Background: an optimization exercise with open tools, aiming at small area. Do not read the settings as production practice.
The RTL was checked by simulation tests, not by an equivalence proof against the original design.
No activity file was given, so power comes from the tool's default toggle rates.

Setup of lane 1:
## random_map_writer
module random_map_writer (
    input  logic        clk,
    input  logic        rst,
    input  logic        start,
    input  logic [15:0] seed,
    input  logic [4:0]  density,
    input  logic [4:0]  rd_x,
    input  logic [4:0]  rd_y,
    output logic        rd_occ,
    output logic        busy,
    output logic        done,
    output logic [9:0]  occ_count
);
    logic [9:0]  idx;
    logic [15:0] lfsr;
    logic [4:0]  dcur, dprev;
    logic        start_accept, cell_bit, row_start, seed_zero;
    logic [15:0] cp0;
    logic [15:0] cp1;
    logic [15:0] cp2;
    logic [15:0] pend;   
    assign start_accept = !busy && !done && start;
    assign cell_bit     = dcur[4] || (lfsr[3:0] < dcur[3:0]);
    assign row_start    = (idx[7:0] == '0);
    assign seed_zero    = (seed == 16'h0000);
    always_ff @(posedge clk) begin
        if (rst) begin
            busy      <= 1'b0;
            done      <= 1'b0;
            idx       <= '0;
            dcur      <= '0;
            dprev     <= '0;
            occ_count <= '0;
        end else if (start_accept) begin
            busy      <= 1'b1;
            idx       <= '0;
            dprev     <= dcur;
            dcur      <= density;   
            occ_count <= '0;
        end else if (busy) begin
            idx       <= idx + 1'b1;
            occ_count <= occ_count + 10'(cell_bit);
            if (idx[9] && idx[7:0] == 8'hFF) begin   
  ...
Size: roughly 810 cells after synthesis, ~7800 um2 of cells after synthesis.
Settings: LEC_CHECK=0, CAP_MARGIN=20, CORE_MARGIN=2, CORE_UTILIZATION=55, CTS_BUF_LIST=sky130_fd_sc_hd__clkbuf_8, GPL_TIMING_DRIVEN=0, SLEW_MARGIN=20; clock period 5.0 ns.
standard.sh (not shown) runs the stock make flow with config.mk's settings and CLKGATE_MAP_FILE= SYNTH_SCRIPT=/design/flow/synth_recipe.tcl, a recipe that flattens the netlist after the stock synthesis.
==> flow/flow/run.sh <==
#!/bin/bash
# The standard layout with four changes:
#  - every port still gets its own buffer, but a plain buf_1 instead of the
#    delay buffer that buffer_ports picks by default;
#  - synthesis maps the logic with flow/abc_map.script (an area-oriented ABC
#    script) in place of ORFS's abc_speed.script. Everything else in the ORFS
#    scripts is used unchanged, from a copy made here;
#  - clock tree synthesis does not add dummy loads (CTS_ARGS repeats ORFS's
#    own arguments, with config.mk's CTS_BUF_LIST, plus -dont_use_dummy_load);
#  - ORFS's power recovery (downsizing gates with slack to spare) runs after
#    global routing (RECOVER_POWER).
set -euo pipefail
export BUFFER_PORTS_ARGS="-buffer_cell sky130_fd_sc_hd__buf_1"
rm -rf scripts_local
cp -r "$FLOW_HOME/scripts" scripts_local
cp flow/abc_map.script scripts_local/abc_speed.script
export SCRIPTS_DIR="$PWD/scripts_local"
export CTS_ARGS="-sink_clustering_enable -repair_clock_nets -buf_list sky130_fd_sc_hd__clkbuf_8 -dont_use_dummy_load"
export RECOVER_POWER=100
bash standard.sh > standard.log 2>&1
==> flow/flow/abc_map.script <==
strash
dc2
dc2
&get -n
&dch -f
&nf -R 1000
&put
topo
stime -c
dnsize -c
Relative to lane 1, the following input files were edited for lane 2:
-- flow/flow/abc_map.script --
<<< lane 1, line 1
strash
dc2
dc2
>>> lane 2, line 1
strash
&get -n
&b
&put
dc2
dc2
Results
Wire: lane 2 routes less than lane 1. Going from lane 1 to lane 2, the area growth from synthesis to layout was found to have gone up by 2.6 points. Lane 2 gives more portion of total power attributed to the clock network than lane 1 did. Per the comparison of lane 2 with lane 1, number of well-tap cells placed shrank by 2.2%; overall power of the completed layout shrank by 5.8%; number of different library cells in the post-synthesis netlist grew by 2.6%; met2 capacity usage during global routing shrank by 0.46 points; path length in cells of the critical path shrank by 8. Type of the worst setup path: in2reg -> lane 1, reg2out -> lane 2. In terms of proportion of synthesized area in mux cells, lane 1 and lane 2 differ only marginally.

Another version of the RTL of random_map_writer (not shown whole).
Size: about 1300 cells after synthesis, roughly 140 flip-flops, ~12000 sq um of cells after synthesis.
Design random_map_writer, start of the top module:
module random_map_writer (
    input  logic        clk,
    input  logic        rst,
    input  logic        start,
    input  logic [15:0] seed,
    input  logic [4:0]  density,
    input  logic [4:0]  rd_x,
    input  logic [4:0]  rd_y,
    output logic        rd_occ,
    output logic        busy,
    output logic        done,
    output logic [9:0]  occ_count
);
    logic [9:0]  idx;
    logic [15:0] lfsr;
    logic [4:0]  dcur, dprev;
    logic        start_accept, cell_bit, row_start, seed_zero;
    logic [15:0] cp0;
    logic [15:0] cp1;
    logic [15:0] cp2;
    logic [15:0] pend;   
    assign start_accept = !busy && !done && start;
    assign cell_bit     = dcur[4] || (lfsr[3:0] < dcur[3:0]);
    assign row_start    = (idx[4:0] == 5'd0) && (idx[7:5] == '0);
    assign seed_zero    = (seed == 16'h0000);
    always_ff @(posedge clk) begin
        if (rst) begin
            busy      <= 1'b0;
            done      <= 1'b0;
            idx       <= '0;
            dcur      <= '0;
            dprev     <= '0;
            occ_count <= '0;
        end else if (start_accept) begin
            busy      <= 1'b1;
            idx       <= '0;
            dprev     <= dcur;
            dcur      <= (density > 5'd16) ? 5'd16 : density;
            occ_count <= '0;
        end else if (busy) begin
            idx       <= idx + 1'b1;
            occ_count <= occ_count + 10'(cell_bit);
            if (idx == 10'd767) begin
                busy <= 1'b0;
                done <= 1'b1;
            end
        end else begin
            done <= 1'b0;
        end
    end
    always_ff @(posedge clk) begin
        if (busy)
            lfsr <= {lfsr[14:0], lfsr[15] ^ lfsr[13] ^ lfsr[12] ^ lfsr[10]};
        else
            lfsr <= seed | (seed_zero ? 16'hACE1 : 16'h0000);
    end
    logic [4:0] prow;
    logic [9:0] idxm1;
    assign idxm1 = idx - 1'b1;
    assign prow  = idxm1[9:5] / 5'd8;
    always_ff @(posedge clk) begin
        if (busy && row_start)
            pend <= lfsr;
        if ((busy && row_start) || done) begin
            case (prow)
                0: cp0 <= pend;
  ...
clock: 5.0 ns
lec_check: 0
cap_margin: 20
core_margin: 2
core_utilization: 40
slew_margin: 20
run.sh (not shown) runs the stock make flow with config.mk's settings and CLKGATE_MAP_FILE= SYNTH_SCRIPT=/design/flow/synth_recipe.tcl, a recipe that flattens the netlist after the stock synthesis.
Stock flow here: none of the scripts above is used.
The first run finished with timing, DRC and antenna clean.
Then changed:
Settings changed: CORE_UTILIZATION 40 to 50, GPL_TIMING_DRIVEN set to 0.
Result: The changed run finished with timing, DRC and antenna clean. Count of clock-buffer cells in the layout is unchanged. Power shrinks by 1.4%. Utilization rose by 11 points. Area after synthesis is unchanged. Worst hold slack gets better by 15 ps. Worst setup slack loses 36 ps. Fmax came out lower by 0.74%. Global-route usage went up by 6.4 points.
Then changed:
Settings changed: CORE_UTILIZATION 50 to 40.
After rerunning: Sequential share of layout area climbs by 0.22 points; power climbs by 0.83%; fmax came out higher by 1.3%; non-clock buffer count went down by 14.
Then changed:
==> flow/flow/run.sh (new file) <==
#!/bin/bash
set -euo pipefail
export RECOVER_POWER=100
bash standard.sh > standard.log 2>&1
==> flow/standard.sh (new file) <==
#!/bin/bash
# synth_recipe.tcl (not shown) runs the flow's synth.tcl, then flattens the netlist and writes it again
# the make line also repeats each setting of config.mk as NAME=value (left out here)
make -C /OpenROAD-flow-scripts/flow DESIGN_CONFIG=/design/flow/config.mk WORK_HOME=/design/flow/orfs CLKGATE_MAP_FILE= SYNTH_SCRIPT=/design/flow/synth_recipe.tcl "${@:-finish}"
removed: flow/run.sh
Synthesized cell count stays the same.
Power is about the same.
Final area is about the same.
Wire length barely changes.
Clock skew rose by 3.2 ps.
Worst setup slack gains 15 ps.

static timing again, ports no longer ideal:
How much do the figures lean on ideal ports? The routed layouts below were timed once more, with nothing changed but the port constraints. Step 1, drivers: a clkbuf_16 drives clk and a buf_2 each remaining input, both assumed. Step 2 moves the port delays by t, midway between the first and last clock arrival at a register: inputs arrive t later, outputs are due t later. That takes back most of the time a late clock gives input paths. Three values: ideal ports, drivers, drivers and shift; two values: the first two.
run	t (ns)	slack for setup (ns)	slew at the worst register clock pin (ns)	worst slew at a driven data input, ns	pins driven straight from the clock port
lane 1	0.458	0.327 / 0.312 / -0.115	0.08 / 0.08	0.03	1
lane 2	0.465	0.125 / 0.088 / -0.132	0.08 / 0.08	0.03	1
the first run of note 2	0.474	0.128 / 0.105 / -0.324	0.08 / 0.08	0.05	1
the second run of note 2	0.458	0.091 / 0.114 / -0.344	0.08 / 0.08	0.07	1
the third run of note 2	0.473	0.154 / 0.119 / -0.292	0.07 / 0.07	0.05	1
the fourth run of note 2	0.472	0.169 / 0.129 / -0.277	0.07 / 0.07	0.05	1
With both steps, setup timing fails in every run listed, where it was met with ideal ports. For the first run of note 2, which loses most, drivers alone change the setup slack by -0.023 ns; drivers and shift together by -0.452 ns.
